Source: an optimization exercise on an open RTL-to-GDS flow (aim: small area, a short achievable clock period and few clock cycles per item). Production flows keep margins and buffers that such runs may drop. At most, simulation tests tie the RTL to the original design; equivalence was not proved. No functional check of the RTL was part of run 1. Power figures rest on the tool's default switching activity, not on a simulated workload.

### flow/design.v
module mult (
  input  logic [15:0] a_i,
  input  logic [7:0]  one_i,
  input  logic [7:0]  two_i,
  input  logic [7:0]  neg_i,
  output logic [15:0] s_o,
  output logic [15:0] c_o,
  output logic        c_lo_o
);
  logic [16:0] ax;
  logic [16:0] x0, x1, x2, x3, x4, x5, x6, x7;
  assign ax = {a_i[15], a_i};
  logic [7:0] nx;   
  assign nx = ~{x7[16], x6[16], x5[16], x4[16], x3[16], x2[16], x1[16], x0[16]};
  for (genvar j = 0; j < 17; j++) begin : g_pp0
    assign x0[j] = ((one_i[0] & ax[j]) | (two_i[0] & (j == 0 ? 1'b0 : ax[j == 0 ? 0 : j-1]))) ^ neg_i[0];
  end
  for (genvar j = 0; j < 17; j++) begin : g_pp1
    assign x1[j] = ((one_i[1] & ax[j]) | (two_i[1] & (j == 0 ? 1'b0 : ax[j == 0 ? 0 : j-1]))) ^ neg_i[1];
  end
  for (genvar j = 0; j < 17; j++) begin : g_pp2
    assign x2[j] = ((one_i[2] & ax[j]) | (two_i[2] & (j == 0 ? 1'b0 : ax[j == 0 ? 0 : j-1]))) ^ neg_i[2];
  end
  for (genvar j = 0; j < 17; j++) begin : g_pp3
    assign x3[j] = ((one_i[3] & ax[j]) | (two_i[3] & (j == 0 ? 1'b0 : ax[j == 0 ? 0 : j-1]))) ^ neg_i[3];
  end
  for (genvar j = 0; j < 17; j++) begin : g_pp4
    assign x4[j] = ((one_i[4] & ax[j]) | (two_i[4] & (j == 0 ? 1'b0 : ax[j == 0 ? 0 : j-1]))) ^ neg_i[4];
  end
  for (genvar j = 0; j < 17; j++) begin : g_pp5
    assign x5[j] = ((one_i[5] & ax[j]) | (two_i[5] & (j == 0 ? 1'b0 : ax[j == 0 ? 0 : j-1]))) ^ neg_i[5];
  end
  for (genvar j = 0; j < 17; j++) begin : g_pp6
    assign x6[j] = ((one_i[6] & ax[j]) | (two_i[6] & (j == 0 ? 1'b0 : ax[j == 0 ? 0 : j-1]))) ^ neg_i[6];
  end
  for (genvar j = 0; j < 17; j++) begin : g_pp7
    assign x7[j] = ((one_i[7] & ax[j]) | (two_i[7] & (j == 0 ? 1'b0 : ax[j == 0 ? 0 : j-1]))) ^ neg_i[7];
  end
  logic s1;
  logic k2;
  logic s3;
  logic k4;
  logic s5;
  logic k6;
  logic s7;
  logic k8;
  logic s9;
  logic k10;
  logic s11;
  logic k12;
  logic s13;
  logic k14;
  logic s15;
  logic k16;
  logic s17;
  logic k18;
  logic s19;
  logic k20;
  logic s21;
  logic k22;
  logic s23;
  logic k24;
  logic s25;
  logic k26;
  logic s27;
  logic k28;
  logic s29;
  logic k30;
  logic s31;
  logic k32;
  logic s33;
  logic k34;
  logic s35;
  logic k36;
  logic s37;
  logic k38;
  logic s39;
  logic k40;
  logic s41;
  logic k42;
  logic s43;
  logic k44;
  logic s45;
  logic k46;
  logic s47;
  logic k48;
  logic s49;
  logic k50;
  logic s51;
  logic k52;
  logic s53;
  logic k54;
  logic s55;
  logic k56;
  logic s57;
  logic k58;
  logic s59;
  logic k60;
  logic s61;
  logic k62;
  logic s63;
  logic k64;
  logic s65;
  logic k66;
  logic s67;
  logic k68;
  logic s69;
  logic k70;
  logic s71;
  logic k72;
  logic s73;
  logic k74;
  logic s75;
  logic k76;
  logic s77;
  logic k78;
  logic s79;
  logic k80;
  logic s81;
  logic k82;
  logic s83;
  logic k84;
  logic s85;
  logic k86;
  logic s87;
  logic k88;
  logic s89;
  logic k90;
  logic s91;
  logic k92;
  logic s93;
  logic k94;
  logic s95;
  logic k96;
  logic s97;
  logic k98;
  logic s99;
  logic k100;
  logic s101;
  logic k102;
  logic s103;
  logic k104;
  logic s105;
  logic k106;
  logic s107;
  logic k108;
  logic s109;
  logic k110;
  logic s111;
  logic k112;
  logic s113;
  logic k114;
  logic s115;
  logic k116;
  logic s117;
  logic k118;
  logic s119;
  logic k120;
  logic s121;
  logic k122;
  logic s123;
  logic k124;
  logic s125;
  logic k126;
  logic s127;
  logic k128;
  logic s129;
  logic k130;
  logic s131;
  logic k132;
  logic s133;
  logic k134;
  logic s135;
  logic k136;
  logic s137;
  logic k138;
  logic s139;
  logic k140;
  logic s141;
  logic k142;
  logic s143;
  logic k144;
  logic s145;
  logic k146;
  logic s147;
  logic k148;
  logic s149;
  logic k150;
  logic s151;
  logic k152;
  logic s153;
  logic k154;
  logic s155;
  logic k156;
  logic s157;
  logic k158;
  logic s159;
  logic k160;
  logic s161;
  logic k162;
  logic s163;
  logic k164;
  logic s165;
  logic k166;
  logic s167;
  logic k168;
  logic s169;
  logic k170;
  logic s171;
  logic k172;
  logic s173;
  logic k174;
  logic s175;
  logic k176;
  logic s177;
  logic k178;
  logic s179;
  logic k180;
  logic s181;
  logic k182;
  logic s183;
  logic k184;
  logic s185;
  logic k186;
  logic s187;
  logic k188;
  logic s189;
  logic k190;
  logic s191;
  logic k192;
  logic s193;
  logic k194;
  logic s195;
  logic s196;
  assign {k2, s1} = x0[10] + x1[8];
  assign {k4, s3} = x0[11] + x1[9];
  assign {k6, s5} = x0[12] + x1[10] + x2[8];
  assign {k8, s7} = x3[6] + x4[4];
  assign {k10, s9} = x0[13] + x1[11] + x2[9];
  assign {k12, s11} = x3[7] + x4[5];
  assign {k14, s13} = x0[14] + x1[12] + x2[10];
  assign {k16, s15} = x3[8] + x4[6] + x5[4];
  assign {k18, s17} = x6[2] + x7[0];
  assign {k20, s19} = x0[15] + x1[13] + x2[11];
  assign {k22, s21} = x3[9] + x4[7] + x5[5];
  assign {k24, s23} = x6[3] + x7[1];
  assign {k26, s25} = x0[16] + x1[14] + x2[12];
  assign {k28, s27} = x3[10] + x4[8] + x5[6];
  assign {k30, s29} = x6[4] + x7[2];
  assign {k32, s31} = x0[16] + x1[15] + x2[13];
  assign {k34, s33} = x3[11] + x4[9] + x5[7];
  assign {k36, s35} = x6[5] + x7[3];
  assign {k38, s37} = nx[0] + nx[1] + x2[14];
  assign {k40, s39} = x3[12] + x4[10] + x5[8];
  assign {k42, s41} = x6[6] + x7[4];
  assign {k44, s43} = 1'b1 + x2[15] + x3[13];
  assign {k46, s45} = x4[11] + x5[9] + x6[7];
  assign {k48, s47} = nx[2] + x3[14] + x4[12];
  assign {k50, s49} = 1'b1 + x3[15];
  assign {k52, s51} = x0[6] + x1[4];
  assign {k54, s53} = x0[7] + x1[5];
  assign {k56, s55} = x0[8] + x1[6] + x2[4];
  assign {k58, s57} = x3[2] + x4[0];
  assign {k60, s59} = x0[9] + x1[7] + x2[5];
  assign {k62, s61} = x3[3] + x4[1];
  assign {k64, s63} = s1 + x2[6] + x3[4];
  assign {k66, s65} = x4[2] + x5[0] + neg_i[5];
  assign {k68, s67} = k2 + s3 + x2[7];
  assign {k70, s69} = x3[5] + x4[3] + x5[1];
  assign {k72, s71} = k4 + s5 + s7;
  assign {k74, s73} = x5[2] + x6[0] + neg_i[6];
  assign {k76, s75} = k6 + k8 + s9;
  assign {k78, s77} = s11 + x5[3] + x6[1];
  assign {k80, s79} = k10 + k12 + s13;
  assign {k82, s81} = s15 + s17 + neg_i[7];
  assign {k84, s83} = k14 + k16 + k18;
  assign {k86, s85} = s19 + s21 + s23;
  assign {k88, s87} = k20 + k22 + k24;
  assign {k90, s89} = s25 + s27 + s29;
  assign {k92, s91} = k26 + k28 + k30;
  assign {k94, s93} = s31 + s33 + s35;
  assign {k96, s95} = k32 + k34 + k36;
  assign {k98, s97} = s37 + s39 + s41;
  assign {k100, s99} = k38 + k40 + k42;
  assign {k102, s101} = s43 + s45 + x7[5];
  assign {k104, s103} = k44 + k46 + s47;
  assign {k106, s105} = x5[10] + x6[8] + x7[6];
  assign {k108, s107} = k48 + s49 + x4[13];
  assign {k110, s109} = x5[11] + x6[9] + x7[7];
  assign {k112, s111} = k50 + nx[3] + x4[14];
  assign {k114, s113} = x5[12] + x6[10] + x7[8];
  assign {k116, s115} = x0[4] + x1[2];
  assign {k118, s117} = x0[5] + x1[3];
  assign {k120, s119} = s51 + x2[2] + x3[0];
  assign {k122, s121} = k52 + s53 + x2[3];
  assign {k124, s123} = k54 + s55 + s57;
  assign {k126, s125} = k56 + k58 + s59;
  assign {k128, s127} = k60 + k62 + s63;
  assign {k130, s129} = k64 + k66 + s67;
  assign {k132, s131} = k68 + k70 + s71;
  assign {k134, s133} = k72 + k74 + s75;
  assign {k136, s135} = k76 + k78 + s79;
  assign {k138, s137} = k80 + k82 + s83;
  assign {k140, s139} = k84 + k86 + s87;
  assign {k142, s141} = k88 + k90 + s91;
  assign {k144, s143} = k92 + k94 + s95;
  assign {k146, s145} = k96 + k98 + s99;
  assign {k148, s147} = k100 + k102 + s103;
  assign {k150, s149} = k104 + k106 + s107;
  assign {k152, s151} = k108 + k110 + s111;
  assign {k154, s153} = x0[2] + x1[0];
  assign {k156, s155} = x0[3] + x1[1];
  assign {k158, s157} = s115 + x2[0] + neg_i[2];
  assign {k160, s159} = k116 + s117 + x2[1];
  assign {k162, s161} = k118 + s119 + neg_i[3];
  assign {k164, s163} = k120 + s121 + x3[1];
  assign {k166, s165} = k122 + s123 + neg_i[4];
  assign {k168, s167} = k124 + s125 + s61;
  assign {k170, s169} = k126 + s127 + s65;
  assign {k172, s171} = k128 + s129 + s69;
  assign {k174, s173} = k130 + s131 + s73;
  assign {k176, s175} = k132 + s133 + s77;
  assign {k178, s177} = k134 + s135 + s81;
  assign {k180, s179} = k136 + s137 + s85;
  assign {k182, s181} = k138 + s139 + s89;
  assign {k184, s183} = k140 + s141 + s93;
  assign {k186, s185} = k142 + s143 + s97;
  assign {k188, s187} = k144 + s145 + s101;
  assign {k190, s189} = k146 + s147 + s105;
  assign {k192, s191} = k148 + s149 + s109;
  assign {k194, s193} = k150 + s151 + s113;
  assign s195 = 1'b1 ^ x4[15] ^ x5[13] ^ x6[11] ^ x7[9] ^ k112 ^ k114 ^ k152;
  assign s196 = k194;
  logic [7:0] lo_s, lo_co;
  bk_add #(.W(8)) u_lo (.a({k162, k160, k158, k156, k154, s153, x0[1], x0[0]}), .b({s163, s161, s159, s157, s155, neg_i[1], 1'b0, neg_i[0]}), .ci(1'b0), .s(lo_s), .co(lo_co));
  assign c_lo_o = lo_co[7];
  assign s_o = {s195, k192, k190, k188, k186, k184, k182, k180, k178, k176, k174, k172, k170, k168, k166, k164};
  assign c_o = {s196, s193, s191, s189, s187, s185, s183, s181, s179, s177, s175, s173, s171, s169, s167, s165};
endmodule
module bk_add #(
  parameter int W = 16
) (
  input  logic [W-1:0] a,
  input  logic [W-1:0] b,
  input  logic         ci,
  output logic [W-1:0] s,
  output logic [W-1:0] co
);
  logic [W-1:0] p0, g, p;
  always_comb begin
    p0 = a ^ b;
    g  = a & b;
    p  = p0;
    g[0] = g[0] | (p[0] & ci);
    for (int i = 1; (1 << i) <= W; i++) begin
      for (int j = (1 << i) - 1; j < W; j += (1 << i)) begin
        g[j] = g[j] | (p[j] & g[j - (1 << (i - 1))]);
        p[j] = p[j] & p[j - (1 << (i - 1))];
      end
    end
    for (int i = $clog2(W); i > 0; i--) begin
      for (int j = (1 << i) + (1 << (i - 1)) - 1; j < W; j += (1 << i)) begin
        g[j] = g[j] | (p[j] & g[j - (1 << (i - 1))]);
        p[j] = p[j] & p[j - (1 << (i - 1))];
      end
    end
  end
  assign co = g;
  assign s  = p0 ^ {g[W-2:0], ci};
endmodule
module mac_stream_seq (
  input  logic        clk,
  input  logic        rst,
  input  logic        in_valid,
  output logic        in_ready,
  input  logic [15:0] in_data,
  input  logic [15:0] in_weight,
  input  logic [15:0] bias,
  output logic        out_valid,
  input  logic        out_ready,
  output logic [15:0] out_res
);
  localparam int LEN   = 48;
  localparam int ACC_W = 22;
  logic [5:0]         cnt_q;
  logic               rdy_q;
  logic               arm_q;             
  logic               owe_q;             
  logic               f0_q, l0_q;
  logic [15:0]        a0_q, b_q;
  logic [7:0]         one0_q, two0_q, neg0_q;
  logic               f1_q, l1_q;
  logic [15:0]        s1_q, c1_q;
  logic               cl1_q;
  logic [15:0]        s_d, c_d;
  logic               cl_d;
  logic               f2_q, l2_q;
  logic [15:0]        p2_q;
  logic [ACC_W-1:0]   acc_q;
  logic               l3_q;
  logic               ov_q;
  logic [15:0]        res_q;
  logic        accept, first_in, last_in, inc, owe_d, last_d;
  logic [15:0] prod;
  logic [15:0] sat_res;
  logic [16:0] wx;
  logic [7:0]  one_d, two_d, neg_d;
  assign first_in = (cnt_q == 6'd0);
  assign last_in  = (cnt_q == 6'(LEN - 1));
  assign accept   = in_valid && rdy_q;
  assign inc      = accept && last_in;
  assign owe_d    = inc || (owe_q && !(ov_q && out_ready));
  assign last_d   = accept ? (cnt_q == 6'(LEN - 2)) : last_in;
  assign wx = {in_weight, 1'b0};
  always_comb begin
    for (int i = 0; i < 8; i++) begin
      one_d[i] = wx[2*i+1] ^ wx[2*i];
      two_d[i] = (wx[2*i+2] & ~wx[2*i+1] & ~wx[2*i]) | (~wx[2*i+2] & wx[2*i+1] & wx[2*i]);
      neg_d[i] = wx[2*i+2];
    end
  end
  mult u_mult (
    .a_i    (a0_q),
    .one_i  (one0_q),
    .two_i  (two0_q),
    .neg_i  (neg0_q),
    .s_o    (s_d),
    .c_o    (c_d),
    .c_lo_o (cl_d)
  );
  logic [15:0] prod_co;
  logic [ACC_W-1:0] acc_in, acc_s, acc_co;
  bk_add #(.W(16)) u_prod (.a(s1_q), .b(c1_q), .ci(cl1_q), .s(prod), .co(prod_co));
  assign acc_in = f2_q ? {{(ACC_W-16){b_q[15]}}, b_q} : acc_q;
  bk_add #(.W(ACC_W)) u_acc (.a(acc_in), .b({{(ACC_W-16){p2_q[15]}}, p2_q}), .ci(1'b0), .s(acc_s), .co(acc_co));
  always_comb begin
    if (acc_q[ACC_W-1:15] != {(ACC_W-15){acc_q[ACC_W-1]}})
      sat_res = acc_q[ACC_W-1] ? 16'h8000 : 16'h7FFF;
    else
      sat_res = acc_q[15:0];
  end
  always_ff @(posedge clk) begin
    a0_q   <= accept ? in_data : 16'd0;    
    one0_q <= one_d;
    two0_q <= two_d;
    neg0_q <= neg_d;
    if (arm_q) b_q <= bias;
    s1_q   <= s_d;
    c1_q   <= c_d;
    cl1_q  <= cl_d;
    p2_q   <= prod;
    acc_q  <= acc_s;
    if (l3_q) res_q <= sat_res;
  end
  always_ff @(posedge clk) begin
    if (rst) begin
      cnt_q <= '0;
      rdy_q <= 1'b1;
      arm_q <= 1'b1;
      owe_q <= 1'b0;
      f0_q  <= 1'b0;
      l0_q  <= 1'b0;
      f1_q  <= 1'b0;
      l1_q  <= 1'b0;
      f2_q  <= 1'b0;
      l2_q  <= 1'b0;
      l3_q  <= 1'b0;
      ov_q  <= 1'b0;
    end else begin
      if (accept) cnt_q <= last_in ? 6'd0 : cnt_q + 6'd1;
      owe_q <= owe_d;
      rdy_q <= !(owe_d && last_d);
      arm_q <= accept ? last_in : first_in;
      f0_q  <= accept && first_in;
      l0_q  <= inc;
      f1_q  <= f0_q;
      l1_q  <= l0_q;
      f2_q  <= f1_q;
      l2_q  <= l1_q;
      l3_q  <= l2_q;
      ov_q  <= l3_q || (ov_q && !out_ready);
    end
  end
  assign in_ready  = rdy_q;
  assign out_valid = ov_q;
  assign out_res   = res_q;
endmodule
### flow/flow/run.sh
#!/bin/bash
# Standard synthesis, then the standard layout with: port buffers of a fixed small cell type,
# and repair_timing aiming below the clock period (a larger setup slack margin).
set -euo pipefail
bash standard.sh synth > synth.log 2>&1
bash standard.sh SETUP_SLACK_MARGIN=6.8 'BUFFER_PORTS_ARGS=-buffer_cell sky130_fd_sc_hd__buf_1' finish > layout.log 2>&1
### flow/standard.sh
#!/bin/bash
# synth_recipe.tcl (not shown) runs the flow's synth.tcl, then flattens the netlist and writes it again
# the make line also repeats each setting of config.mk as NAME=value (left out here)
make -C /OpenROAD-flow-scripts/flow DESIGN_CONFIG=/design/flow/config.mk WORK_HOME=/design/flow/orfs CLKGATE_MAP_FILE= SYNTH_SCRIPT=/design/flow/synth_recipe.tcl "${@:-finish}"
### flow/config.mk
export PLATFORM = sky130hd
export DESIGN_NAME = mac_stream_seq
export DESIGN_NICKNAME = mac_stream_seq
export VERILOG_FILES = /design/flow/design.v
export SDC_FILE = /design/flow/constraint.sdc
export NUM_CORES = 4
export LEC_CHECK = 0
export CAP_MARGIN = 20
export CORE_MARGIN = 2
export CORE_UTILIZATION = 40
export CTS_BUF_LIST = sky130_fd_sc_hd__clkbuf_4 sky130_fd_sc_hd__clkbuf_8
export CTS_CLUSTER_DIAMETER = 25
export SLEW_MARGIN = 20
### flow/constraint.sdc
create_clock -name core_clock -period 10.0 [get_ports {clk}]
set_input_delay 2.0000 -clock core_clock [delete_from_list [all_inputs] [get_ports {clk}]]
set_output_delay 2.0000 -clock core_clock [all_outputs]
set_load 0.01 [all_outputs]
==> flow_metrics.py, run 1 <==
metrics = {
    "run_status": {
        "outcome": "finished clean",
    },
    "timing": {
        "rsz0062_at_grt": "false",
        "period_minus_slack_ns": 3.09,
        "slew_headroom_pct": 44.6,
        "tightest_slew_ns": 0.828,
        "fin_crit_sh_pct": 30.9,
        "fin_skew_ns": 0.0281,
        "final.setup.tns_ns": 0,
        "hold_viol": 0,
        "setup_viol": 0,
        "fmax_mhz": 323,
        "final-max-slew-violation-count": 0,
    },
    "die": {
        "dieHeight_um": 165,
        "fp.dieArea_sq_um": 27300,
        "rows": 58,
        "core_sq_um": 25300,
        "die_x_um": 165,
        "start_util_pct": 41.0,
        "io_pins": 70,
    },
    "placement": {
        "gp_congestion": 0.808,
        "io_buffer_count": 69,
        "dp_cells": 1312,
        "dp.final_hpwl_mm": 15.0,
    },
    "cts": {
        "clock_sinks": 160,
        "cts_tree": "done",
        "path_clk_slew_ns": 0.10,
        "htree_levels": 4,
        "cts-root-buf": "clkbuf_8",
        "clk_latency_ns": 0.48,
        "hold_buffers": 0,
        "clk_path_buf_depth": 2,
        "numCtsBuffers": 17,
    },
    "worst_setup_path": {
        "cp_slowest_cell": "fa_1",
        "slowest_delay_ns": 0.55,
        "cp.arrival_ns": 3.44,
        "cp-start-kind": "flip-flop",
        "cp_max_fo": 17,
        "crit_type": "flip-flop to flip-flop",
        "crit_family": "adder cells",
        "cp_cell_sequence": "a22oi_1 -> xor2_1 -> fa_1 -> inv_1 -> fa_1 -> inv_1 -> fa_1 -> inv_1 -> fa_1",
        "cp_num_buf_inv": 3,
        "end_kind": "flip-flop",
        "critPathRequiredTime_ns": 10.35,
        "cp_common_cell": "fa_1",
    },
    "layout": {
        "drive_above_1_share_pct": 10.2,
        "fillers": 2360,
        "fin_nets": 1218,
        "multi_input_area_sq_um": 6120,
        "areaGrowthSynthToFinish_pct": 10.6,
        "seq_area_sq_um": 3610,
        "diodes": 0,
        "layout.cells.non_filler": 1356,
    },
    "synth": {
        "syn_area_per_cell_sq_um": 10.6,
        "yosys.cell_types.count": 45,
        "async_flop_share_pct": 0,
        "ys_seq_area_share_pct": 33.9,
        "synthCells": 977,
        "ys_seq_elements": 160,
        "synthFlopType": "dfxtp_1",
        "synth_fp_nets": 1182,
        "synth_edf_count": 32,
        "ys_warn_count": 4,
        "netlist_area_sq_um": 10400,
    },
    "power_and_ir_drop": {
        "vdd_ir_drop_max_uv": 107,
        "power.density_nw_per_um2": 257,
        "power_leakage_nw": 4.77,
    },
    "route": {
        "via_per_inst": 5.02,
        "drtIter0Drc": 437,
        "wl_per_cell_um": 15.1,
        "postRouteAntennaNets": 0,
        "drt_wl_total_mm": 20.5,
        "vias": 6808,
        "dr.pass1.iters": 5,
        "drc": 0,
    },
    "global_routing": {
        "grt_pass1_vias": 7028,
        "grt.total_usage_pct": 16.4,
        "grt_max_degree": 20,
        "antenna_found_initial": 0,
        "grt_pass1_wl_mm": 35.2,
        "grt-ovfl-total": 0,
    },
    "job": {
        "maxCapViolations": 0,
    },
    "min_path": {
        "holdCritPathClass": "flip-flop to flip-flop",
    },
}
## kinds of logic (layout without fill, tap and decap cells)
kind of cell,Yosys count,after routing,synth area share [%]
muxes,19,19,2.00
xor gates and xnor gates,152,152,12.8
buffers and inverters,197,246,7.33
AOI/OAI and AO/OA,200,200,13.6
adders and majority gates,153,153,25.3
DFF,160,160,33.9
and+or+nand+nor,96,96,5.03
## registers in the layout (all words and copies together), names as in the netlist, 6 cells and up
register / cells
s1_q: 16
neg0_q: 8
c1_q: 16
b_q: 16
cnt_q: 6
one0_q: 8
acc_q: 22
a0_q: 16
res_q: 16
two0_q: 8
p2_q: 16
## final cells by class
type / instances / share of cell area, %
repair buffers: 85 / 3.68
clock inverters: 15 / 1.75
multi-input cells: 620 / 53.3
inverters: 129 / 4.25
flip-flops and latches: 160 / 31.4
clock buffers: 17 / 2.04
well taps: 330 / 3.59
## per-stage QoR
stage / util [%] / worst slack, ns / instance area, sq um / total power, W / hold slack [ns]
floorplan: - / 6.78 / 10400 / 0.00211 / 0.414
global placement: 42.7 / 6.33 / 10800 / 0.00242 / 0.420
detailed placement: 42.7 / 6.26 / 10800 / 0.00245 / 0.426
CTS: 44.8 / 6.80 / 11300 / 0.00299 / 0.450
global route: 45.4 / 6.80 / 11500 / 0.00329 / 0.470
finish: 45.4 / 6.91 / 11500 / 0.00295 / 0.443
## timing repair
action | in CTS | in global routing
resized for setup | 34 | 26
setup buffers | 4 | 8
hold endpoints to repair | 0 | 0
endpoints found under the setup margin | 37 | 22
pin swaps | 1 | 2
## power by group
part           internal [W]  switching (W)  total (W)
Sequential         0.000882       0.000138    0.00102
Clock              0.000235       0.000287   0.000522
Combinational      0.000658       0.000749    0.00141
## per-layer routing
layer	track usage (%)	routed length [um]	vias to the layer above
li1	-	-	3323
met3	2.67	1060	29
met5	0	0	-
met2	26.6	9450	187
met1	22.3	9670	3269
met4	5.34	352	0
## final timing paths
path / start / endpoint / slack, ns / cells past startpoint
hold / removal: l1_q$_SDFF_PP0_ / l2_q$_SDFF_PP0_ / 0.44 / 1
hold reg to reg: l1_q$_SDFF_PP0_ / l2_q$_SDFF_PP0_ / 0.44 / 1
setup / recovery: one0_q[2]$_DFF_P_ / c1_q[6]$_DFF_P_ / 6.91 / 9
setup reg to reg: one0_q[2]$_DFF_P_ / c1_q[6]$_DFF_P_ / 6.91 / 9
## cells in the final DEF (no fill, tap or decap), drive strengths merged, types with 3 or more instances in the layout
master    instances
nand3b            7
o21ai            31
a21o             26
mux2i             5
edfxtp           32
nor2b             8
clkinv            6
a21oi            14
and3             16
nand2b            8
clkinvlp          3
o211ai            3
nand4             5
a211oi            3
a31oi             4
fa               95
inv             133
dfxtp           128
buf              84
xnor2            76
nor3              4
a22oi           107
clkbuf           18
xor2             76
mux2             14
ha               58
nand2            25
o21a              5
nor2             15
## synthesized netlist by cell type, types with 3 or more instances
master / count / area [sq um]
fa_1: 95 / 1900
mux2_2: 14 / 158
buf_2: 12 / 60.1
inv_1: 128 / 480
a22oi_1: 107 / 803
dfxtp_1: 128 / 2560
and3_1: 16 / 100
nor3_1: 4 / 20.0
a21oi_1: 14 / 70.1
buf_1: 4 / 15.0
a31oi_1: 4 / 25.0
nand2_1: 25 / 93.8
clkbuf_1: 51 / 191
nand2b_1: 8 / 50.1
xnor2_1: 76 / 666
a21o_1: 26 / 195
edfxtp_1: 32 / 961
nor2b_1: 8 / 50.1
nand3b_1: 7 / 52.6
mux2i_1: 5 / 50.1
nor2_1: 14 / 52.6
nand4_1: 4 / 25.0
xor2_1: 76 / 666
o211ai_1: 3 / 22.5
o21ai_1: 12 / 60.1
o21ai_0: 19 / 95.1
ha_1: 58 / 726
o21a_1: 5 / 37.5
## worst register-to-register path, stage by stage (launching register included)
cell and delay, ns:
dfxtp_4 0.48, a22oi_1 0.14, xor2_1 0.17, fa_1 0.55, inv_1 0.06, fa_1 0.53, inv_1 0.06, fa_1 0.53
inv_1 0.05, fa_1 0.42
==> inputs of run 2 (changes only) <==
--- a/flow/design.v
+++ b/flow/design.v
@@ -386,2 +386,3 @@
   logic               rdy_q;
+  logic               nrdy_o_q, nov_o_q;   
   logic               arm_q;             
@@ -458,2 +459,4 @@
       rdy_q <= 1'b1;
+      nrdy_o_q <= 1'b0;
+      nov_o_q  <= 1'b1;
       arm_q <= 1'b1;
@@ -472,2 +475,3 @@
       rdy_q <= !(owe_d && last_d);
+      nrdy_o_q <= owe_d && last_d;
       arm_q <= accept ? last_in : first_in;
@@ -481,6 +485,7 @@
       ov_q  <= l3_q || (ov_q && !out_ready);
+      nov_o_q  <= !(l3_q || (ov_q && !out_ready));
     end
   end
-  assign in_ready  = rdy_q;
-  assign out_valid = ov_q;
+  assign in_ready  = !nrdy_o_q;
+  assign out_valid = !nov_o_q;
   assign out_res   = res_q;
==> flow_metrics.py, run 2 <==
metrics = {
    "run_status": {
        "outcome": "finished clean",
    },
    "die": {
        "io_pins": 70,
        "core_sq_um": 25800,
        "dieHeight_um": 166,
        "die_x_um": 166,
        "start_util_pct": 40.4,
        "rows": 59,
        "fp.dieArea_sq_um": 27400,
    },
    "synth": {
        "synthTopCellsByArea": "dfxtp_1, fa_1, edfxtp_1, a22oi_1, ha_1",
        "synth_top_area_share_pct": 24.9,
        "synthCells": 980,
        "yosys.area.top_type": "dfxtp_1",
        "synth_fp_nets": 1185,
        "ys_seq_elements": 162,
        "ys_seq_area_share_pct": 34.1,
        "yosysMostFrequentCell": "dfxtp_1",
        "synth_commonest_cells": "dfxtp_1, inv_1, a22oi_1, fa_1, xor2_1",
        "ys_warn_count": 4,
        "async_flop_share_pct": 0,
        "synth_edf_count": 32,
        "yosys.cell_types.count": 51,
        "netlist_area_sq_um": 10400,
        "syn_area_per_cell_sq_um": 10.7,
        "synthFlopType": "dfxtp_1",
    },
    "route": {
        "dr.pass1.iters": 5,
        "wl_per_cell_um": 14.9,
        "vias": 6806,
        "drc": 0,
        "drt_wl_total_mm": 20.4,
        "drtIter0Drc": 447,
        "postRouteAntennaNets": 0,
        "via_per_inst": 4.98,
    },
    "power_and_ir_drop": {
        "power.density_nw_per_um2": 257,
        "power_leakage_nw": 4.81,
        "vdd_ir_drop_max_uv": 106,
    },
    "global_routing": {
        "antenna_found_initial": 0,
        "grt.total_usage_pct": 15.9,
        "grt_pass1_wl_mm": 34.2,
        "grt_pass1_vias": 6767,
        "grt_max_degree": 19,
        "grt-ovfl-total": 0,
    },
    "timing": {
        "rsz0062_at_grt": "true",
        "fmax_mhz": 324,
        "slew_headroom_pct": 42.9,
        "final-max-slew-violation-count": 0,
        "fin_crit_sh_pct": 30.8,
        "setup_viol": 0,
        "fin_skew_ns": 0.0221,
        "final.setup.tns_ns": 0,
        "period_minus_slack_ns": 3.08,
        "hold_viol": 0,
        "tightest_slew_ns": 0.854,
    },
    "cts": {
        "clk_latency_ns": 0.46,
        "clk_path_buf_depth": 2,
        "path_clk_slew_ns": 0.11,
        "htree_levels": 4,
        "clock_sinks": 162,
        "hold_buffers": 0,
        "cts_tree": "done",
        "cts-root-buf": "clkbuf_8",
        "numCtsBuffers": 17,
    },
    "min_path": {
        "hold_path_startpoint": "l0_q$_SDFF_PP0_",
        "hold-path-cell-count": 1,
        "holdCritPathClass": "flip-flop to flip-flop",
    },
    "placement": {
        "dp.final_hpwl_mm": 15.1,
        "io_buffer_count": 69,
        "gp_congestion": 0.824,
    },
    "worst_setup_path": {
        "r2r_cells": 8,
        "crit_family": "adder cells",
        "cp.arrival_ns": 3.42,
        "cp_common_cell": "fa_1",
        "critPathRequiredTime_ns": 10.34,
        "cp_cell_sequence": "o21ai_0 -> xnor2_1 -> inv_1 -> fa_1 -> fa_1 -> inv_1 -> fa_1 -> fa_1",
        "cp-endpoint": "c1_q[9]$_DFF_P_",
        "cp_max_fo": 11,
        "timing.rr.end": "c1_q[9]$_DFF_P_",
        "reg2reg_from": "two0_q[0]$_DFF_P_",
        "slowest_delay_ns": 0.54,
        "worst-path-stages": 8,
        "worst-r2r-setup-slack_ns": 6.92,
        "crit_type": "flip-flop to flip-flop",
        "cp-start-kind": "flip-flop",
        "startpoint": "two0_q[0]$_DFF_P_",
        "cp_num_buf_inv": 2,
        "end_kind": "flip-flop",
        "cp_slowest_cell": "fa_1",
    },
    "layout": {
        "fin_util_pct": 44.7,
        "regMostFlops": "acc_q",
        "areaGrowthSynthToFinish_pct": 10.5,
        "largest_reg_flops": 22,
        "drive_above_1_share_pct": 10.9,
        "fin_nets": 1224,
        "final_cell_mix": "inv_1, a22oi_1, dfxtp_1",
        "diodes": 0,
        "layout_commonest_cell": "inv_1",
    },
    "job": {
        "maxCapViolations": 0,
    },
}
## run 2: cell count changes after synthesis, moves of 2 or more
cell	change
clkbuf_1	+2
o21ai_1	-11
nor2_1	-4
o21ai_0	+9
dfxtp_1	+2
buf_2	-2
nand2_1	-2
nor3_1	+3
## run 2: worst min path at each step
stage / endpoint / slack [ns]
6_report: l1_q$_SDFF_PP0_ / 0.44
5_1_grt: f2_q$_SDFF_PP0_ / 0.45
4_1_cts: f2_q$_SDFF_PP0_ / 0.45
3_5_place_dp: l1_q$_SDFF_PP0_ / 0.42
3_3_place_gp: l2_q$_SDFF_PP0_ / 0.42
2_1_floorplan: f1_q$_SDFF_PP0_ / 0.41
## run 2: timing repair
item                       CTS  global route
setup endpoints to repair   39            20
cloned                       0             0
pin swaps                    1             1
resized for setup           34            26
setup buffers                4            13
## run 2: cells by family (layout without fill, tap and decap cells)
kind of cell,after synthesis,after routing,synth area share [%]
AO/OA/AOI/OAI,198,198,13.5
buffers and inverters,198,250,7.32
flip-flops,162,162,34.1
adder cells (fa/ha/maj),153,153,25.2
XOR/XNOR,153,153,12.8
AND/OR/NAND/NOR,98,98,5.13
multiplexers,18,18,1.89
## run 2: stage by stage
step	cell area [sq um]	hold slack [ns]	cells	setup WS [ns]	total power, W
floorplan	10500	0.414	980	6.78	0.00212
global placement	10900	0.417	1318	6.39	0.00243
detailed placement	10900	0.425	1318	6.32	0.00247
CTS	11400	0.446	1354	6.80	0.00301
global route	11500	0.451	1367	6.78	0.00332
finish	11500	0.443	1367	6.92	0.00297
## run 2: final cells by class
type                       count  area (sq um)
sequential                   162          3660
tap                          335           419
clock inverter                13           185
clock buffer                  19           249
multi-input combinational    620          6140
timing repair buffer          88           403
fill                        2480         14300
inverter                     130           492
## run 2: routing by layer
metal | up-vias | share of wire (%) | routed length, um | global-route usage, %
met4 | 0 | 1.1 | 228 | 4.51
met1 | 3280 | 48 | 9830 | 22.0
met3 | 14 | 4.5 | 929 | 2.52
met5 | - | 0 | 0 | 0
li1 | 3333 | - | - | -
met2 | 179 | 46 | 9430 | 25.7
## run 2: power by group
part / internal [W] / leakage, nW / total, W / switching (W)
clock: 0.000263 / 0.223 / 0.000532 / 0.000269
combinational: 0.000659 / 3.18 / 0.00140 / 0.000745
sequential: 0.000890 / 1.41 / 0.00103 / 0.000142
total: 0.00181 / 4.81 / 0.00297 / 0.00116
Testbench counts of run 2, summed over its fixed seeds: cycles 15,400, items 320.
==> inputs of run 3 (changes only) <==
--- a/flow/flow/run.sh
+++ b/flow/flow/run.sh
@@ -5,2 +5,2 @@
 bash standard.sh synth > synth.log 2>&1
-bash standard.sh SETUP_SLACK_MARGIN=6.8 'BUFFER_PORTS_ARGS=-buffer_cell sky130_fd_sc_hd__buf_1' finish > layout.log 2>&1
+bash standard.sh SETUP_SLACK_MARGIN=7.0 'BUFFER_PORTS_ARGS=-buffer_cell sky130_fd_sc_hd__buf_1' finish > layout.log 2>&1
==> flow_metrics.py, run 3 <==
metrics = {
    "cts": {
        "htree_levels": 4,
        "clock_sinks": 162,
        "cts_tree": "done",
        "hold_buffers": 0,
        "clk_path_buf_depth": 2,
        "clk_latency_ns": 0.46,
        "numCtsBuffers": 17,
        "path_clk_slew_ns": 0.11,
        "cts-root-buf": "clkbuf_8",
    },
    "global_routing": {
        "grt_max_degree": 20,
        "grt_pass1_wl_mm": 36.1,
        "antenna_found_initial": 0,
        "grt-ovfl-total": 0,
        "grt.total_usage_pct": 16.8,
        "grt_pass1_vias": 7171,
    },
    "synth": {
        "yosys.area.top_type": "dfxtp_1",
        "synth_fp_nets": 1185,
        "yosys.cell_types.count": 51,
        "ys_seq_elements": 162,
        "synth_edf_count": 32,
        "synth_commonest_cells": "dfxtp_1, inv_1, a22oi_1, fa_1, xor2_1",
        "yosysMostFrequentCell": "dfxtp_1",
        "syn_area_per_cell_sq_um": 10.7,
        "ys_seq_area_share_pct": 34.1,
        "ys_warn_count": 4,
        "synth.mux.area_fraction_pct": 1.89,
        "synthTopCellsByArea": "dfxtp_1, fa_1, edfxtp_1, a22oi_1, ha_1",
        "synthCells": 980,
        "synth_top_family_by_area": "adder cells",
        "synth_fa_ha_area_share_pct": 25.2,
        "synthSimpleGateAreaFrac_pct": 5.13,
        "netlist_area_sq_um": 10400,
        "synth_top_area_share_pct": 24.9,
        "synth_compound_area_share_pct": 13.5,
        "async_flop_share_pct": 0,
        "synthXorXnorAreaFrac_pct": 12.8,
        "synthFlopType": "dfxtp_1",
    },
    "timing": {
        "whs_ns": 0.442,
        "setup_viol": 0,
        "fin_skew_ns": 0.0220,
        "hold_viol": 0,
        "tightest_slew_ns": 0.864,
        "fmax_mhz": 333,
        "fin_crit_sh_pct": 30.0,
        "period_minus_slack_ns": 3.00,
        "rsz0062_at_grt": "true",
        "final.setup.tns_ns": 0,
        "final-max-slew-violation-count": 0,
        "slew_headroom_pct": 42.2,
    },
    "placement": {
        "io_buffer_count": 69,
        "gp_congestion": 0.811,
        "dp.final_hpwl_mm": 15.2,
    },
    "worst_setup_path": {
        "end_kind": "flip-flop",
        "reg2reg_from": "one0_q[0]$_DFF_P_",
        "cp.arrival_ns": 3.33,
        "cp-start-kind": "flip-flop",
        "cp_max_fo": 5,
        "r2r_cells": 8,
        "crit_type": "flip-flop to flip-flop",
        "timing.rr.end": "c1_q[5]$_DFF_P_",
        "critPathRequiredTime_ns": 10.33,
        "worst-r2r-setup-slack_ns": 7.00,
    },
    "min_path": {
        "holdCritPathClass": "flip-flop to flip-flop",
        "hold_path_startpoint": "l0_q$_SDFF_PP0_",
        "hold_end": "l1_q$_SDFF_PP0_",
        "hold-path-cell-count": 1,
    },
    "power_and_ir_drop": {
        "power.density_nw_per_um2": 250,
        "power_leakage_nw": 5.11,
        "vdd_ir_drop_max_uv": 107,
        "fin_total_pwr_w": 0.00305,
    },
    "route": {
        "drt_wl_total_mm": 21.9,
        "via_per_inst": 5.04,
        "dr.pass1.iters": 7,
        "drtIter0Drc": 481,
        "wl_per_cell_um": 15.5,
        "vias": 7111,
        "postRouteAntennaNets": 0,
        "drc": 0,
    },
    "layout": {
        "final_cell_mix": "inv_1, dfxtp_1, a22oi_1",
        "regMostFlops": "acc_q",
        "fin_util_pct": 47.4,
        "layout_commonest_cell": "inv_1",
        "diodes": 0,
        "largest_reg_flops": 22,
        "drive_above_1_share_pct": 21.1,
        "fin_nets": 1269,
        "areaGrowthSynthToFinish_pct": 17.1,
    },
    "die": {
        "rows": 59,
        "start_util_pct": 40.4,
        "fp.dieArea_sq_um": 27400,
        "io_pins": 70,
        "dieHeight_um": 166,
        "core_sq_um": 25800,
        "die_x_um": 166,
    },
    "run_status": {
        "outcome": "finished clean",
    },
    "job": {
        "maxCapViolations": 0,
    },
}
-- run 3: kinds of logic after synthesis --
family / after synthesis
xor gates and xnor gates: 153
muxes: 18
buffers and inverters: 198
DFF: 162
and+or+nand+nor: 98
AOI/OAI and AO/OA: 198
adders and majority gates: 153
-- run 3: what timing repair did --
action	CTS	global route
endpoints found under the setup margin	52	45
setup buffers	42	20
pin swaps	15	44
resized for setup	73	78
endpoints found under the hold margin	0	0
-- run 3: final cells by class --
| cell class | count | area (sq um) |
|---|---|---|
| tap | 335 | 419 |
| timing repair buffer | 133 | 866 |
| sequential | 162 | 3680 |
| inverter | 130 | 492 |
| clock inverter | 15 | 208 |
| clock buffer | 17 | 234 |
| multi-input combinational | 620 | 6330 |
| fill | 2371 | 13600 |
-- run 3: stage by stage --
step / cell area [sq um] / worst slack [ns] / cells
after floorplan: 10600 / 6.96 / 980
after global placement: 10900 / 6.37 / 1318
after detailed placement: 10900 / 6.32 / 1318
after CTS: 11800 / 6.95 / 1392
after global routing: 12200 / 6.93 / 1412
final: 12200 / 7.00 / 1412
-- run 3: layer usage --
layer / routed length (um) / part of all wire, % / GRT usage (%)
met3: 1220 / 5.6 / 3.35
met4: 475 / 2.2 / 5.09
met1: 10100 / 46 / 22.5
met2: 10200 / 46 / 27.5
met5: 0 / 0 / 0
-- run 3: how the worst max path moves through the flow --
stage	to	cells past startpoint	start	slack (ns)
2_1_floorplan	c1_q[6]$_DFF_P_	11	one0_q[2]$_DFF_P_	6.96
3_3_place_gp	acc_q[21]$_DFF_P_	11	f2_q$_SDFF_PP0_	6.37
3_5_place_dp	acc_q[21]$_DFF_P_	11	f2_q$_SDFF_PP0_	6.32
4_1_cts	out_res[1]	1	res_q[1]$_DFFE_PP_	6.95
5_1_grt	c1_q[4]$_DFF_P_	8	two0_q[0]$_DFF_P_	6.93
6_report	c1_q[5]$_DFF_P_	8	one0_q[0]$_DFF_P_	7.00
-- run 3: critical path, stage by stage (launching register included) --
cell and delay (ns):
dfxtp_4 0.39, buf_6 0.13, a22oi_2 0.13, xor2_1 0.23
fa_1 0.51, fa_1 0.51, inv_1 0.05, fa_2 0.53
fa_1 0.40
-- run 3: where the power goes --
group | switching [W] | internal, W
Sequential | 0.000131 | 0.000889
Clock | 0.000300 | 0.000220
Combinational | 0.000795 | 0.000721
==> inputs of run 4 (changes only) <==
--- a/flow/flow/run.sh
+++ b/flow/flow/run.sh
@@ -5,2 +5,2 @@
 bash standard.sh synth > synth.log 2>&1
-bash standard.sh SETUP_SLACK_MARGIN=7.0 'BUFFER_PORTS_ARGS=-buffer_cell sky130_fd_sc_hd__buf_1' finish > layout.log 2>&1
+bash standard.sh SETUP_SLACK_MARGIN=6.9 'BUFFER_PORTS_ARGS=-buffer_cell sky130_fd_sc_hd__buf_1' finish > layout.log 2>&1
==> flow_metrics.py, run 4 <==
metrics = {
    "cts": {
        "numCtsBuffers": 17,
        "clk_latency_ns": 0.47,
        "cts_tree": "done",
        "clk_path_buf_depth": 2,
        "htree_levels": 4,
        "path_clk_slew_ns": 0.11,
        "cts-root-buf": "clkbuf_8",
        "clock_sinks": 162,
    },
    "timing": {
        "fmax_mhz": 329,
        "setup_viol": 0,
        "slew_headroom_pct": 43.2,
        "fin_ws_ns": 6.96,
        "period_minus_slack_ns": 3.04,
        "fin_skew_ns": 0.0210,
        "fin_crit_sh_pct": 30.4,
        "tightest_slew_ns": 0.849,
        "final-max-slew-violation-count": 0,
        "rsz0062_at_grt": "true",
        "final.setup.tns_ns": 0,
        "hold_viol": 0,
    },
    "global_routing": {
        "grt_pass1_vias": 7087,
        "antenna_found_initial": 0,
        "grt-ovfl-total": 0,
        "grt_pass1_wl_mm": 35.3,
        "grt_max_degree": 19,
        "grt.total_usage_pct": 16.4,
    },
    "run_status": {
        "outcome": "finished clean",
    },
    "worst_setup_path": {
        "cp-start-kind": "flip-flop",
        "reg2reg_from": "two0_q[2]$_DFF_P_",
        "cp.arrival_ns": 3.38,
        "crit_type": "flip-flop to flip-flop",
        "startpoint": "two0_q[2]$_DFF_P_",
        "critPathRequiredTime_ns": 10.34,
        "end_kind": "flip-flop",
        "cp_max_fo": 13,
    },
    "placement": {
        "dp.final_hpwl_mm": 15.0,
        "gp_congestion": 0.810,
        "pre_cts_ws_ns": 6.32,
        "io_buffer_count": 69,
    },
    "power_and_ir_drop": {
        "power_leakage_nw": 4.91,
        "vdd_ir_drop_max_uv": 135,
        "power.density_nw_per_um2": 251,
    },
    "synth": {
        "synthFlopType": "dfxtp_1",
        "synth_top_area_share_pct": 24.9,
        "ys_seq_elements": 162,
        "yosysMostFrequentCell": "dfxtp_1",
        "ys_warn_count": 4,
        "yosys.cell_types.count": 51,
        "synthTopCellsByArea": "dfxtp_1, fa_1, edfxtp_1, a22oi_1, ha_1",
        "synthCells": 980,
        "yosys.area.top_type": "dfxtp_1",
        "synth_commonest_cells": "dfxtp_1, inv_1, a22oi_1, fa_1, xor2_1",
        "synth_edf_count": 32,
        "ys_seq_area_share_pct": 34.1,
        "syn_area_per_cell_sq_um": 10.7,
        "netlist_area_sq_um": 10400,
        "async_flop_share_pct": 0,
        "synth_fp_nets": 1185,
    },
    "layout": {
        "layout_commonest_cell": "inv_1",
        "fillers": 2447,
        "largest_reg_flops": 22,
        "fin_nets": 1246,
        "regMostFlops": "acc_q",
        "areaGrowthSynthToFinish_pct": 12.9,
        "seq_area_sq_um": 3670,
        "diodes": 0,
        "drive_above_1_share_pct": 14.2,
        "multi_input_area_sq_um": 6200,
        "final_cell_mix": "inv_1, a22oi_1, dfxtp_1",
    },
    "route": {
        "vias": 6998,
        "postRouteAntennaNets": 0,
        "drc": 0,
        "drtIter0Drc": 492,
        "wl_per_cell_um": 15.2,
        "via_per_inst": 5.04,
        "dr.pass1.iters": 5,
        "drt_wl_total_mm": 21.1,
    },
    "die": {
        "rows": 59,
        "die_x_um": 166,
        "io_pins": 70,
        "dieHeight_um": 166,
        "start_util_pct": 40.4,
        "core_sq_um": 25800,
        "fp.dieArea_sq_um": 27400,
    },
    "min_path": {
        "holdCritPathClass": "flip-flop to flip-flop",
        "hold_path_startpoint": "f1_q$_SDFF_PP0_",
    },
    "job": {
        "maxCapViolations": 0,
    },
}
[run 4: cell counts after synthesis]
No cell type changed its count.
[run 4: worst max-delay path: stages (launching register included)]
cell,delay [ns]
dfxtp_4,0.47
a22oi_2,0.08
xor2_1,0.17
fa_1,0.54
inv_1,0.05
fa_1,0.53
inv_1,0.06
fa_1,0.53
inv_1,0.05
fa_1,0.42
[run 4: timing repair]
| action | in CTS | in global routing |
|---|---|---|
| buffers inserted | 17 | 20 |
| hold buffers | 0 | 0 |
| setup endpoints to repair | 42 | 21 |
| resized for setup | 47 | 41 |
| pin swaps | 2 | 12 |
[run 4: through the flow]
stage / hold slack (ns) / util (%) / power (W) / instance area (sq um) / std cells
after global placement: 0.418 / 42.1 / 0.00243 / 10900 / 1320
after detailed placement: 0.422 / 42.1 / 0.00247 / 10900 / 1320
final: 0.440 / 45.6 / 0.00295 / 11800 / 1389
after CTS: 0.450 / 44.5 / 0.00299 / 11500 / 1369
after global routing: 0.454 / 45.6 / 0.00330 / 11800 / 1389
after floorplan: 0.414 / - / 0.00212 / 10500 / 980
[run 4: path summary, 6_finish.rpt]
kind | endpoint | slack (ns) | cells after the start
max | c1_q[6]$_DFF_P_ | 6.96 | 9
min | f2_q$_SDFF_PP0_ | 0.44 | 1
max reg2reg | c1_q[6]$_DFF_P_ | 6.96 | 9
min reg2reg | f2_q$_SDFF_PP0_ | 0.44 | 1
[run 4: cell type report]
type	instances	share of cell area [%]
multi-input combinational	620	52.6
sequential	162	31.2
timing repair buffer	110	5.05
inverter	130	4.17
tap	335	3.56
clock buffer	18	2.10
clock inverter	14	1.35
[run 4: cell families (layout without fill, tap and decap cells)]
group,after synthesis,after routing,synth area share [%]
AO/OA/AOI/OAI,198,198,13.5
buffers and inverters,198,272,7.32
flip-flops,162,162,34.1
adder cells (fa/ha/maj),153,153,25.2
XOR/XNOR,153,153,12.8
AND/OR/NAND/NOR,98,98,5.13
multiplexers,18,18,1.89
[run 4: where the power goes]
| group | total (W) | internal, W | switching [W] |
|---|---|---|---|
| sequential | 0.00102 | 0.000889 | 0.000134 |
| clock | 0.000493 | 0.000216 | 0.000277 |
| combinational | 0.00144 | 0.000673 | 0.000764 |
| total | 0.00295 | 0.00178 | 0.00118 |
[run 4: per-layer routing]
metal	global-route usage [%]	vias to the layer above	share of wire, %
met2	26.9	209	46
li1	-	3377	-
met1	22.6	3392	47
met5	0	-	0
met4	4.00	0	1.3
met3	2.65	20	5.5
==> inputs of run 5 (changes only) <==
--- a/flow/design.v
+++ b/flow/design.v
@@ -234,11 +234,11 @@
   logic s196;
-  assign {k2, s1} = x0[10] + x1[8];
+  assign {k2, s1} = neg_i[5] + x0[10];
   assign {k4, s3} = x0[11] + x1[9];
-  assign {k6, s5} = x0[12] + x1[10] + x2[8];
-  assign {k8, s7} = x3[6] + x4[4];
+  assign {k6, s5} = neg_i[6] + x0[12] + x1[10];
+  assign {k8, s7} = x2[8] + x3[6];
   assign {k10, s9} = x0[13] + x1[11] + x2[9];
   assign {k12, s11} = x3[7] + x4[5];
-  assign {k14, s13} = x0[14] + x1[12] + x2[10];
-  assign {k16, s15} = x3[8] + x4[6] + x5[4];
-  assign {k18, s17} = x6[2] + x7[0];
+  assign {k14, s13} = neg_i[7] + x0[14] + x1[12];
+  assign {k16, s15} = x2[10] + x3[8] + x4[6];
+  assign {k18, s17} = x5[4] + x6[2];
   assign {k20, s19} = x0[15] + x1[13] + x2[11];
@@ -259,45 +259,45 @@
   assign {k50, s49} = 1'b1 + x3[15];
-  assign {k52, s51} = x0[6] + x1[4];
+  assign {k52, s51} = neg_i[3] + x0[6];
   assign {k54, s53} = x0[7] + x1[5];
-  assign {k56, s55} = x0[8] + x1[6] + x2[4];
-  assign {k58, s57} = x3[2] + x4[0];
+  assign {k56, s55} = neg_i[4] + x0[8] + x1[6];
+  assign {k58, s57} = x2[4] + x3[2];
   assign {k60, s59} = x0[9] + x1[7] + x2[5];
   assign {k62, s61} = x3[3] + x4[1];
-  assign {k64, s63} = s1 + x2[6] + x3[4];
-  assign {k66, s65} = x4[2] + x5[0] + neg_i[5];
-  assign {k68, s67} = k2 + s3 + x2[7];
-  assign {k70, s69} = x3[5] + x4[3] + x5[1];
-  assign {k72, s71} = k4 + s5 + s7;
-  assign {k74, s73} = x5[2] + x6[0] + neg_i[6];
-  assign {k76, s75} = k6 + k8 + s9;
-  assign {k78, s77} = s11 + x5[3] + x6[1];
-  assign {k80, s79} = k10 + k12 + s13;
-  assign {k82, s81} = s15 + s17 + neg_i[7];
-  assign {k84, s83} = k14 + k16 + k18;
-  assign {k86, s85} = s19 + s21 + s23;
-  assign {k88, s87} = k20 + k22 + k24;
-  assign {k90, s89} = s25 + s27 + s29;
-  assign {k92, s91} = k26 + k28 + k30;
-  assign {k94, s93} = s31 + s33 + s35;
-  assign {k96, s95} = k32 + k34 + k36;
-  assign {k98, s97} = s37 + s39 + s41;
-  assign {k100, s99} = k38 + k40 + k42;
-  assign {k102, s101} = s43 + s45 + x7[5];
-  assign {k104, s103} = k44 + k46 + s47;
-  assign {k106, s105} = x5[10] + x6[8] + x7[6];
-  assign {k108, s107} = k48 + s49 + x4[13];
-  assign {k110, s109} = x5[11] + x6[9] + x7[7];
-  assign {k112, s111} = k50 + nx[3] + x4[14];
-  assign {k114, s113} = x5[12] + x6[10] + x7[8];
-  assign {k116, s115} = x0[4] + x1[2];
+  assign {k64, s63} = x1[8] + x2[6] + x3[4];
+  assign {k66, s65} = x4[2] + x5[0] + s1;
+  assign {k68, s67} = x2[7] + x3[5] + x4[3];
+  assign {k70, s69} = x5[1] + k2 + s3;
+  assign {k72, s71} = x4[4] + x5[2] + x6[0];
+  assign {k74, s73} = k4 + s7 + s5;
+  assign {k76, s75} = x5[3] + x6[1] + k8;
+  assign {k78, s77} = s11 + k6 + s9;
+  assign {k80, s79} = x7[0] + k12 + s17;
+  assign {k82, s81} = k10 + s13 + s15;
+  assign {k84, s83} = k18 + s23 + k14;
+  assign {k86, s85} = k16 + s19 + s21;
+  assign {k88, s87} = k24 + s29 + k20;
+  assign {k90, s89} = k22 + s25 + s27;
+  assign {k92, s91} = k30 + s35 + k26;
+  assign {k94, s93} = k28 + s31 + s33;
+  assign {k96, s95} = k36 + s41 + k32;
+  assign {k98, s97} = k34 + s37 + s39;
+  assign {k100, s99} = x7[5] + k42 + k38;
+  assign {k102, s101} = k40 + s43 + s45;
+  assign {k104, s103} = x5[10] + x6[8] + x7[6];
+  assign {k106, s105} = k44 + k46 + s47;
+  assign {k108, s107} = x4[13] + x5[11] + x6[9];
+  assign {k110, s109} = x7[7] + s49 + k48;
+  assign {k112, s111} = nx[3] + x4[14] + x5[12];
+  assign {k114, s113} = x6[10] + x7[8] + k50;
+  assign {k116, s115} = neg_i[2] + x0[4];
   assign {k118, s117} = x0[5] + x1[3];
-  assign {k120, s119} = s51 + x2[2] + x3[0];
-  assign {k122, s121} = k52 + s53 + x2[3];
-  assign {k124, s123} = k54 + s55 + s57;
-  assign {k126, s125} = k56 + k58 + s59;
-  assign {k128, s127} = k60 + k62 + s63;
-  assign {k130, s129} = k64 + k66 + s67;
-  assign {k132, s131} = k68 + k70 + s71;
-  assign {k134, s133} = k72 + k74 + s75;
-  assign {k136, s135} = k76 + k78 + s79;
+  assign {k120, s119} = x1[4] + x2[2] + x3[0];
+  assign {k122, s121} = x2[3] + x3[1] + k52;
+  assign {k124, s123} = x4[0] + k54 + s57;
+  assign {k126, s125} = k58 + s61 + k56;
+  assign {k128, s127} = k62 + k60 + s63;
+  assign {k130, s129} = k64 + s67 + k66;
+  assign {k132, s131} = k68 + s71 + k70;
+  assign {k134, s133} = k72 + s75 + k74;
+  assign {k136, s135} = k76 + s79 + k78;
   assign {k138, s137} = k80 + k82 + s83;
@@ -307,26 +307,26 @@
   assign {k146, s145} = k96 + k98 + s99;
-  assign {k148, s147} = k100 + k102 + s103;
-  assign {k150, s149} = k104 + k106 + s107;
-  assign {k152, s151} = k108 + k110 + s111;
-  assign {k154, s153} = x0[2] + x1[0];
+  assign {k148, s147} = s103 + k100 + k102;
+  assign {k150, s149} = k104 + s107 + k106;
+  assign {k152, s151} = k108 + s111 + s113;
+  assign {k154, s153} = neg_i[1] + x0[2];
   assign {k156, s155} = x0[3] + x1[1];
-  assign {k158, s157} = s115 + x2[0] + neg_i[2];
-  assign {k160, s159} = k116 + s117 + x2[1];
-  assign {k162, s161} = k118 + s119 + neg_i[3];
-  assign {k164, s163} = k120 + s121 + x3[1];
-  assign {k166, s165} = k122 + s123 + neg_i[4];
-  assign {k168, s167} = k124 + s125 + s61;
-  assign {k170, s169} = k126 + s127 + s65;
-  assign {k172, s171} = k128 + s129 + s69;
-  assign {k174, s173} = k130 + s131 + s73;
-  assign {k176, s175} = k132 + s133 + s77;
-  assign {k178, s177} = k134 + s135 + s81;
-  assign {k180, s179} = k136 + s137 + s85;
-  assign {k182, s181} = k138 + s139 + s89;
-  assign {k184, s183} = k140 + s141 + s93;
-  assign {k186, s185} = k142 + s143 + s97;
-  assign {k188, s187} = k144 + s145 + s101;
-  assign {k190, s189} = k146 + s147 + s105;
-  assign {k192, s191} = k148 + s149 + s109;
-  assign {k194, s193} = k150 + s151 + s113;
+  assign {k158, s157} = x1[2] + x2[0] + s115;
+  assign {k160, s159} = x2[1] + k116 + s117;
+  assign {k162, s161} = k118 + s51 + s119;
+  assign {k164, s163} = s53 + k120 + s121;
+  assign {k166, s165} = s55 + k122 + s123;
+  assign {k168, s167} = s59 + k124 + s125;
+  assign {k170, s169} = s65 + k126 + s127;
+  assign {k172, s171} = s69 + k128 + s129;
+  assign {k174, s173} = s73 + k130 + s131;
+  assign {k176, s175} = s77 + k132 + s133;
+  assign {k178, s177} = s81 + k134 + s135;
+  assign {k180, s179} = s85 + k136 + s137;
+  assign {k182, s181} = s89 + k138 + s139;
+  assign {k184, s183} = s93 + k140 + s141;
+  assign {k186, s185} = s97 + k142 + s143;
+  assign {k188, s187} = s101 + k144 + s145;
+  assign {k190, s189} = s105 + k146 + s147;
+  assign {k192, s191} = s109 + k148 + s149;
+  assign {k194, s193} = k110 + s151 + k150;
   assign s195 = 1'b1 ^ x4[15] ^ x5[13] ^ x6[11] ^ x7[9] ^ k112 ^ k114 ^ k152;
@@ -334,3 +334,3 @@
   logic [7:0] lo_s, lo_co;
-  bk_add #(.W(8)) u_lo (.a({k162, k160, k158, k156, k154, s153, x0[1], x0[0]}), .b({s163, s161, s159, s157, s155, neg_i[1], 1'b0, neg_i[0]}), .ci(1'b0), .s(lo_s), .co(lo_co));
+  bk_add #(.W(8)) u_lo (.a({k162, k160, k158, k156, k154, s153, x0[1], neg_i[0]}), .b({s163, s161, s159, s157, s155, x1[0], 1'b0, x0[0]}), .ci(1'b0), .s(lo_s), .co(lo_co));
   assign c_lo_o = lo_co[7];
--- a/flow/flow/run.sh
+++ b/flow/flow/run.sh
@@ -5,2 +5,2 @@
 bash standard.sh synth > synth.log 2>&1
-bash standard.sh SETUP_SLACK_MARGIN=6.9 'BUFFER_PORTS_ARGS=-buffer_cell sky130_fd_sc_hd__buf_1' finish > layout.log 2>&1
+bash standard.sh SETUP_SLACK_MARGIN=7.0 'BUFFER_PORTS_ARGS=-buffer_cell sky130_fd_sc_hd__buf_1' finish > layout.log 2>&1
==> flow_metrics.py, run 5 <==
metrics = {
    "cts": {
        "cts_tree": "done",
        "hold_buffers": 0,
        "clk_latency_ns": 0.47,
        "htree_levels": 4,
        "clk_path_buf_depth": 2,
        "clock_sinks": 162,
        "cts-root-buf": "clkbuf_8",
        "path_clk_slew_ns": 0.10,
        "numCtsBuffers": 17,
    },
    "worst_setup_path": {
        "r2r_cells": 7,
        "end_kind": "primary output",
        "cp-start-kind": "flip-flop",
        "reg2reg_from": "two0_q[2]$_DFF_P_",
        "timing.rr.end": "c1_q[13]$_DFF_P_",
        "cp_num_buf_inv": 1,
        "cp_max_fo": 1,
        "critPathRequiredTime_ns": 8.00,
        "worst-r2r-setup-slack_ns": 7.05,
        "cp.arrival_ns": 0.99,
        "cp_cell_sequence": "clkbuf_2",
        "slowest_delay_ns": 0.39,
        "cp_slowest_cell": "edfxtp_1",
        "crit_type": "flip-flop to primary output",
        "crit_family": "flip-flops",
    },
    "synth": {
        "async_flop_share_pct": 0,
        "yosys.area.top_type": "dfxtp_1",
        "synthFlopType": "dfxtp_1",
        "synth_edf_count": 32,
        "yosys.cell_types.count": 50,
        "ys_seq_elements": 162,
        "synthTopCellsByArea": "dfxtp_1, fa_1, edfxtp_1, a22oi_1, xor2_1",
        "synthCells": 994,
        "synth_top_area_share_pct": 24.8,
        "yosysMostFrequentCell": "dfxtp_1",
        "synth_commonest_cells": "dfxtp_1, inv_1, a22oi_1, fa_1, xor2_1",
        "ys_seq_area_share_pct": 33.9,
        "ys_warn_count": 4,
        "syn_area_per_cell_sq_um": 10.6,
        "netlist_area_sq_um": 10500,
        "synth_fp_nets": 1202,
    },
    "layout": {
        "regMostFlops": "acc_q",
        "fin_area_sq_um": 11800,
        "largest_reg_flops": 22,
        "fin_nets": 1243,
        "diodes": 0,
        "fin_util_pct": 45.7,
        "drive_above_1_share_pct": 14.9,
        "areaGrowthSynthToFinish_pct": 12.6,
        "layout_commonest_cell": "inv_1",
        "final_cell_mix": "inv_1, fa_1, dfxtp_1",
    },
    "min_path": {
        "hold-path-cell-count": 1,
        "hold_path_startpoint": "l0_q$_SDFF_PP0_",
        "hold_end": "l1_q$_SDFF_PP0_",
        "holdCritPathClass": "flip-flop to flip-flop",
    },
    "route": {
        "wl_per_cell_um": 15.8,
        "dr.pass1.iters": 5,
        "drc": 0,
        "vias": 7008,
        "drtIter0Drc": 415,
        "postRouteAntennaNets": 0,
        "via_per_inst": 5.07,
        "drt_wl_total_mm": 21.8,
    },
    "timing": {
        "hold_viol": 0,
        "tightest_slew_ns": 0.827,
        "setup_viol": 0,
        "fmax_mhz": 334,
        "rsz0062_at_grt": "true",
        "period_minus_slack_ns": 2.99,
        "final-max-slew-violation-count": 0,
        "final.setup.tns_ns": 0,
        "slew_headroom_pct": 44.8,
        "fin_crit_sh_pct": 29.9,
        "fin_skew_ns": 0.0167,
    },
    "die": {
        "rows": 59,
        "die_x_um": 166,
        "start_util_pct": 40.5,
        "io_pins": 70,
        "fp.dieArea_sq_um": 27600,
        "dieHeight_um": 166,
        "core_sq_um": 25900,
    },
    "power_and_ir_drop": {
        "power.switching_w": 0.00122,
        "vdd_ir_drop_max_uv": 121,
        "power.density_nw_per_um2": 254,
        "power_frac_comb_pct": 49.2,
        "power_leakage_nw": 4.87,
        "switching_share_pct": 40.4,
        "pwr-share-seq_pct": 34.3,
        "fin_total_pwr_w": 0.00300,
        "p_clk_share_pct": 16.5,
        "p_int_w": 0.00179,
    },
    "placement": {
        "placed_cell_area_sq_um": 10900,
        "dp.final_hpwl_mm": 15.4,
        "gp_congestion": 0.823,
        "io_buffer_count": 69,
    },
    "global_routing": {
        "grt-ovfl-total": 0,
        "antenna_found_initial": 0,
        "grt_pass1_wl_mm": 36.1,
        "grt_pass1_vias": 7129,
        "grt.total_usage_pct": 16.1,
        "grt_max_degree": 19,
    },
    "run_status": {
        "outcome": "finished clean",
    },
    "job": {
        "maxCapViolations": 0,
    },
}
run 5: worst max-delay path by stage:
| stage | slack, ns | from | end | depth (start not counted) |
|---|---|---|---|---|
| global route | 6.93 | f2_q$_SDFF_PP0_ | acc_q[21]$_DFF_P_ | 12 |
| CTS | 6.97 | res_q[1]$_DFFE_PP_ | out_res[1] | 1 |
| detailed placement | 6.34 | f2_q$_SDFF_PP0_ | acc_q[19]$_DFF_P_ | 10 |
| floorplan | 6.94 | one0_q[4]$_DFF_P_ | c1_q[13]$_DFF_P_ | 9 |
| global placement | 6.36 | f2_q$_SDFF_PP0_ | acc_q[21]$_DFF_P_ | 11 |
| finish | 7.01 | res_q[1]$_DFFE_PP_ | out_res[1] | 1 |
run 5: cells by family (layout without fill, tap and decap cells):
family	after synthesis	after routing	share of synthesized area [%]
mux	16	16	1.66
buf+inv	199	253	7.37
simple gates	110	110	5.70
compound gates	199	199	13.1
flops	162	162	33.9
fa+ha+maj	156	156	25.6
xor+xnor	152	152	12.7
run 5: power by group through the flow:
stage / logic [W] / clock network [W] / registers, W
2_1_floorplan: 0.00115 / 0 / 0.000976
3_5_place_dp: 0.00144 / 0 / 0.00104
5_1_grt: 0.00175 / 0.000538 / 0.00105
6_report: 0.00148 / 0.000496 / 0.00103
3_3_place_gp: 0.00139 / 0 / 0.00104
4_1_cts: 0.00146 / 0.000512 / 0.00103
run 5: final cells by class:
class                           instances  area (sq um)
Sequential cell                       162          3680
Fill cell                            2447         14100
Tap cell                              335           419
Timing Repair Buffer                   94           475
Multi-Input combinational cell        633          6380
Clock buffer                           17           234
Inverter                              127           477
Clock inverter                         15           168
run 5: per-layer routing:
| layer | routed length [um] | up-vias | GRT usage (%) |
|---|---|---|---|
| met1 | 10300 | 3433 | 21.9 |
| met2 | 10200 | 177 | 25.7 |
| met4 | 399 | 0 | 5.41 |
| li1 | - | 3372 | - |
| met5 | 0 | - | 0 |
| met3 | 987 | 26 | 3.19 |
run 5: per-stage QoR:
stage / instances / hold slack, ns / setup WS, ns
floorplan: 994 / 0.414 / 6.94
global placement: 1332 / 0.419 / 6.36
detailed placement: 1332 / 0.424 / 6.34
CTS: 1369 / 0.450 / 6.97
global route: 1383 / 0.458 / 6.93
finish: 1383 / 0.447 / 7.01
run 5: timing repair:
item,in CTS,in global routing
setup endpoints to repair,47,43
resized for setup,53,63
buffers inserted,5,14
pin swaps,0,11
Testbench counts of run 5, summed over its fixed seeds: cycles 15,400, items 320.

==> separate check: timing with driven ports <==
The results above use ideal ports. As a check the final layouts listed here were re-extracted and re-timed, cells and wires unchanged. Step 1, drivers: a clkbuf_16 drives clk and a buf_2 each remaining input, both assumed. Step 2 times the ports against the registers' clock, not the clock port: input delays grow and output delays shrink by t, the midpoint of the rising clock arrivals with the driver on. a / b / c = no drivers / after step 1 / after step 2; a / b = the first two.
run | t, ns | setup slack, ns | pins driven straight from the clock port
run 1 | 0.504 | 6.906 / 6.880 / 6.569 | 1
run 2 | 0.494 | 6.916 / 6.916 / 6.653 | 1
run 3 | 0.487 | 7.000 / 6.965 / 6.686 | 1
run 4 | 0.500 | 6.963 / 6.963 / 6.682 | 1
run 5 | 0.502 | 7.009 / 6.967 / 6.611 | 1
After both steps setup and hold are still met in every run listed. For run 5, which loses most, drivers alone change the setup slack by -0.042 ns; drivers and shift together by -0.398 ns.
